This is an optimization exercise on Yosys and OpenROAD, whose aim is small area, a short achievable clock period and few clock cycles, not a production implementation.
Function was checked by simulation only, so behaviour that the tests miss may differ from the original.
Power figures rest on the tool's default switching activity, not on a simulated workload.

==> flow/design.v <==
module rc4_encrypt #(
    parameter int unsigned KEY_BYTES = 3
) (
    input  logic                   clk,
    input  logic                   clr,
    input  logic                   start,
    input  logic [8*KEY_BYTES-1:0] secret_key,
    output logic                   busy,
    input  logic                   pt_valid,
    input  logic [7:0]             pt_data,
    input  logic                   pt_last,
    output logic                   pt_ready,
    output logic                   ct_valid,
    output logic [7:0]             ct_data,
    output logic                   ct_last,
    input  logic                   ct_ready,
    output logic                   done
);
    localparam int unsigned KW = 8 * KEY_BYTES;
    localparam int unsigned FD = 4;           
    logic          r_busy;
    logic          r_ksa;                     
    logic          r_str;                     
    logic          r_sw;                      
    logic [7:0]    r_r;                       
    logic [7:0]    r_dk;                      
    logic [7:0]    r_lag;                     
    logic [KW-1:0] r_key;
    logic [2:0]    r_cnt;                     
    logic          r_done;
    logic [2047:0] r_p;
    logic          r_kv;
    logic [7:0]    r_sj;
    logic [7:0]    r_sar;                     
    logic [7:0]    r_f [FD];
    logic [2:0]    r_fc;
    logic          r_pr;
    logic          r_ov, r_ol, r_sv, r_sl;
    logic [7:0]    r_od, r_sd;
    logic [7:0] w_sa, w_sum, w_addr, w_sj;
    logic [7:0] w_kbn;
    assign w_sa   = r_p[7:0];
    assign w_sum  = r_dk + w_sa;
    assign w_addr = r_sw ? w_sum : 8'd0;
    assign w_sj   = r_p[w_addr*8 +: 8];
    assign w_kbn  = (KEY_BYTES > 1) ? r_key[KW-9 -: 8] : r_key[KW-1 -: 8];
    logic [7:0] w_tp, w_k, w_head, w_ct;
    assign w_tp   = r_sar + r_sj;
    assign w_k    = r_p[w_tp*8 +: 8];
    assign w_head = (r_fc != 3'd0) ? r_f[0] : w_k;
    assign w_ct   = pt_data ^ w_head;
    logic w_accept, w_x, w_pop, w_ox, w_endks, w_lastx;
    assign w_accept = start & ~r_busy;
    assign w_x      = pt_valid & r_pr;
    assign w_pop    = w_x;
    assign w_ox     = r_ov & ct_ready;
    assign w_endks  = r_ksa & (r_r == 8'd255);
    assign w_lastx  = w_ox & r_ol;
    logic       n_ksa, n_str, n_sv, n_ov;
    logic [7:0] n_lag;
    logic [2:0] n_cnt;
    always_comb begin
        n_ksa = (r_ksa & ~w_endks) | (~r_busy & w_accept);
        n_str = (r_str & ~(w_x & pt_last)) | w_endks;
        if (w_endks)        n_lag = 8'd255;
        else if (r_sw)      n_lag = r_lag;
        else                n_lag = r_lag + 8'd1;
        if (w_endks | ~r_busy) n_cnt = 3'd0;
        else                   n_cnt = r_cnt + {2'b0, r_sw & r_str} - {2'b0, w_pop};
        if (~r_ov | ct_ready) begin
            n_ov = r_sv | w_x;
            n_sv = 1'b0;
        end else begin
            n_ov = 1'b1;
            n_sv = r_sv | w_x;
        end
    end
    always_ff @(posedge clk) begin
        if (clr) begin
            r_busy <= 1'b0;
            r_ksa  <= 1'b0;
            r_str  <= 1'b0;
            r_sw   <= 1'b0;
            r_pr   <= 1'b0;
            r_ov   <= 1'b0;
            r_sv   <= 1'b0;
            r_done <= 1'b0;
            r_kv   <= 1'b0;
            r_cnt  <= 3'd0;
            r_fc   <= 3'd0;
        end else begin
            r_busy <= (r_busy & ~w_lastx) | w_accept;
            r_done <= r_busy & w_lastx;
            r_ksa  <= n_ksa;
            r_str  <= n_str;
            r_lag  <= n_lag;
            r_cnt  <= n_cnt;
            r_sw   <= n_ksa | (n_str & (n_lag == 8'd0) & (n_cnt < 3'(FD)));
            r_pr   <= n_str & (n_cnt != 3'd0) & ~n_sv;
            r_ov   <= n_ov;
            r_sv   <= n_sv;
            r_kv   <= r_sw & r_str;
            if (w_endks | ~r_busy) r_fc <= 3'd0;
            else                   r_fc <= r_fc + {2'b0, r_kv} - {2'b0, w_pop};
        end
    end
    always_ff @(posedge clk) begin
        if (~r_busy) begin
            r_r   <= 8'd0;
            r_key <= secret_key;
            r_dk  <= secret_key[KW-1 -: 8];
        end else begin
            r_r <= r_r + 8'd1;
            if (r_ksa) begin
                r_key <= {r_key[KW-9:0], r_key[KW-1 -: 8]};
                r_dk  <= w_endks ? 8'd0 : w_sum + w_kbn - 8'd1;
            end else begin
                r_dk  <= (r_sw ? w_sum : r_dk) - 8'd1;
            end
        end
        r_sj  <= w_sj;
        r_sar <= w_sa - r_r - 8'd1;
        for (int n = 0; n < FD; n++) begin
            if (w_pop) begin
                if (n + 1 < FD && 3'(n + 1) < r_fc) r_f[n] <= r_f[n+1];
                else                               r_f[n] <= w_k;
            end else begin
                if (3'(n) >= r_fc) r_f[n] <= w_k;
            end
        end
        if (~r_ov | ct_ready) begin
            r_od <= r_sv ? r_sd : w_ct;
            r_ol <= r_sv ? r_sl : pt_last;
        end else if (w_x) begin
            r_sd <= w_ct;
            r_sl <= pt_last;
        end
    end
    always_ff @(posedge clk) begin
        for (int p = 0; p < 256; p++) begin
            if (~r_busy)
                r_p[p*8 +: 8] <= 8'(p);
            else if (p == 255)
                r_p[p*8 +: 8] <= w_sj;
            else if (w_addr == 8'(p + 1))
                r_p[p*8 +: 8] <= w_sa;
            else
                r_p[p*8 +: 8] <= r_p[(p+1)*8 +: 8];
        end
    end
    assign busy     = r_busy;
    assign pt_ready = r_pr;
    assign ct_valid = r_ov;
    assign ct_data  = r_od;
    assign ct_last  = r_ol;
    assign done     = r_done;
endmodule
clock: 13.5 ns
lec_check: 0
cap_margin: 20
core_margin: 2
core_utilization: 40
place_density: 0.6
setup_slack_margin: 0.4
slew_margin: 20
run.sh (not shown) runs the stock make flow with config.mk's settings and CLKGATE_MAP_FILE= SYNTH_SCRIPT=/design/flow/synth_recipe.tcl, a recipe that flattens the netlist after the stock synthesis.
The first run completed with no timing, DRC or antenna violations.
Testbench counts at the start, summed over its fixed seeds: cycles 31,668.
==> next run, changes <==
==> flow/flow/run.sh (new file) <==
#!/bin/bash
# Standard ORFS layout, with repair_timing aiming for setup slack well beyond
# the clock's (the SDC is unchanged; only the repair target moves).
set -euo pipefail
bash standard.sh SETUP_SLACK_MARGIN=${MARGIN:-9} finish > make_finish.log 2>&1
==> flow/standard.sh (new file) <==
#!/bin/bash
# synth_recipe.tcl (not shown) runs the flow's synth.tcl, then flattens the netlist and writes it again
# the make line also repeats each setting of config.mk as NAME=value (left out here)
make -C /OpenROAD-flow-scripts/flow DESIGN_CONFIG=/design/flow/config.mk WORK_HOME=/design/flow/orfs CLKGATE_MAP_FILE= SYNTH_SCRIPT=/design/flow/synth_recipe.tcl "${@:-finish}"
--- a/flow/config.mk
+++ b/flow/config.mk
@@ -12 +11,0 @@
-export SETUP_SLACK_MARGIN = 0.4
removed: flow/run.sh
The changed run completed with no timing, DRC or antenna violations.
Setup slack improved by 1.7 ns.
Core utilization climbs by 2.2 points.
Worst hold slack is better by 0.014 ns.
Power is higher by 10%.
Count of clock-buffer cells in the layout rose by 4.
Global-route usage is higher by 1.9 points.
Wire length is higher by 6.9%.
Area after synthesis does not change.
Design area is higher by about 5%.
Cell count increases by 1.5%.

==> afterwards: timing with drivers on the ports <==
Ports are ideal in the flow. The routed layouts listed here were re-timed in OpenROAD.
Step 1 sets driving cells, clkbuf_16 on the clock port and buf_2 on the other inputs (assumed; they add their load-dependent delay and slew).
Step 2 times the ports against the registers' clock, not the clock port: input delays grow and output delays shrink by t, the midpoint of the rising clock arrivals with the driver on.
Three values: ideal, step 1, step 2; two values: the first two.
| run | shift t [ns] | setup slack, ns | worst hold slack (ns) |
|---|---|---|---|
| the first run | 1.040 | 6.878 / 6.878 / 6.878 | 0.431 / 0.431 / 0.431 |
| the second run | 1.056 | 8.627 / 8.627 / 8.263 | 0.445 / 0.445 / 0.445 |
After both steps every run listed still meets setup and hold. The setup slack of the second run, which loses most, moves by 0.000 ns with the drivers and by -0.364 ns with both steps.
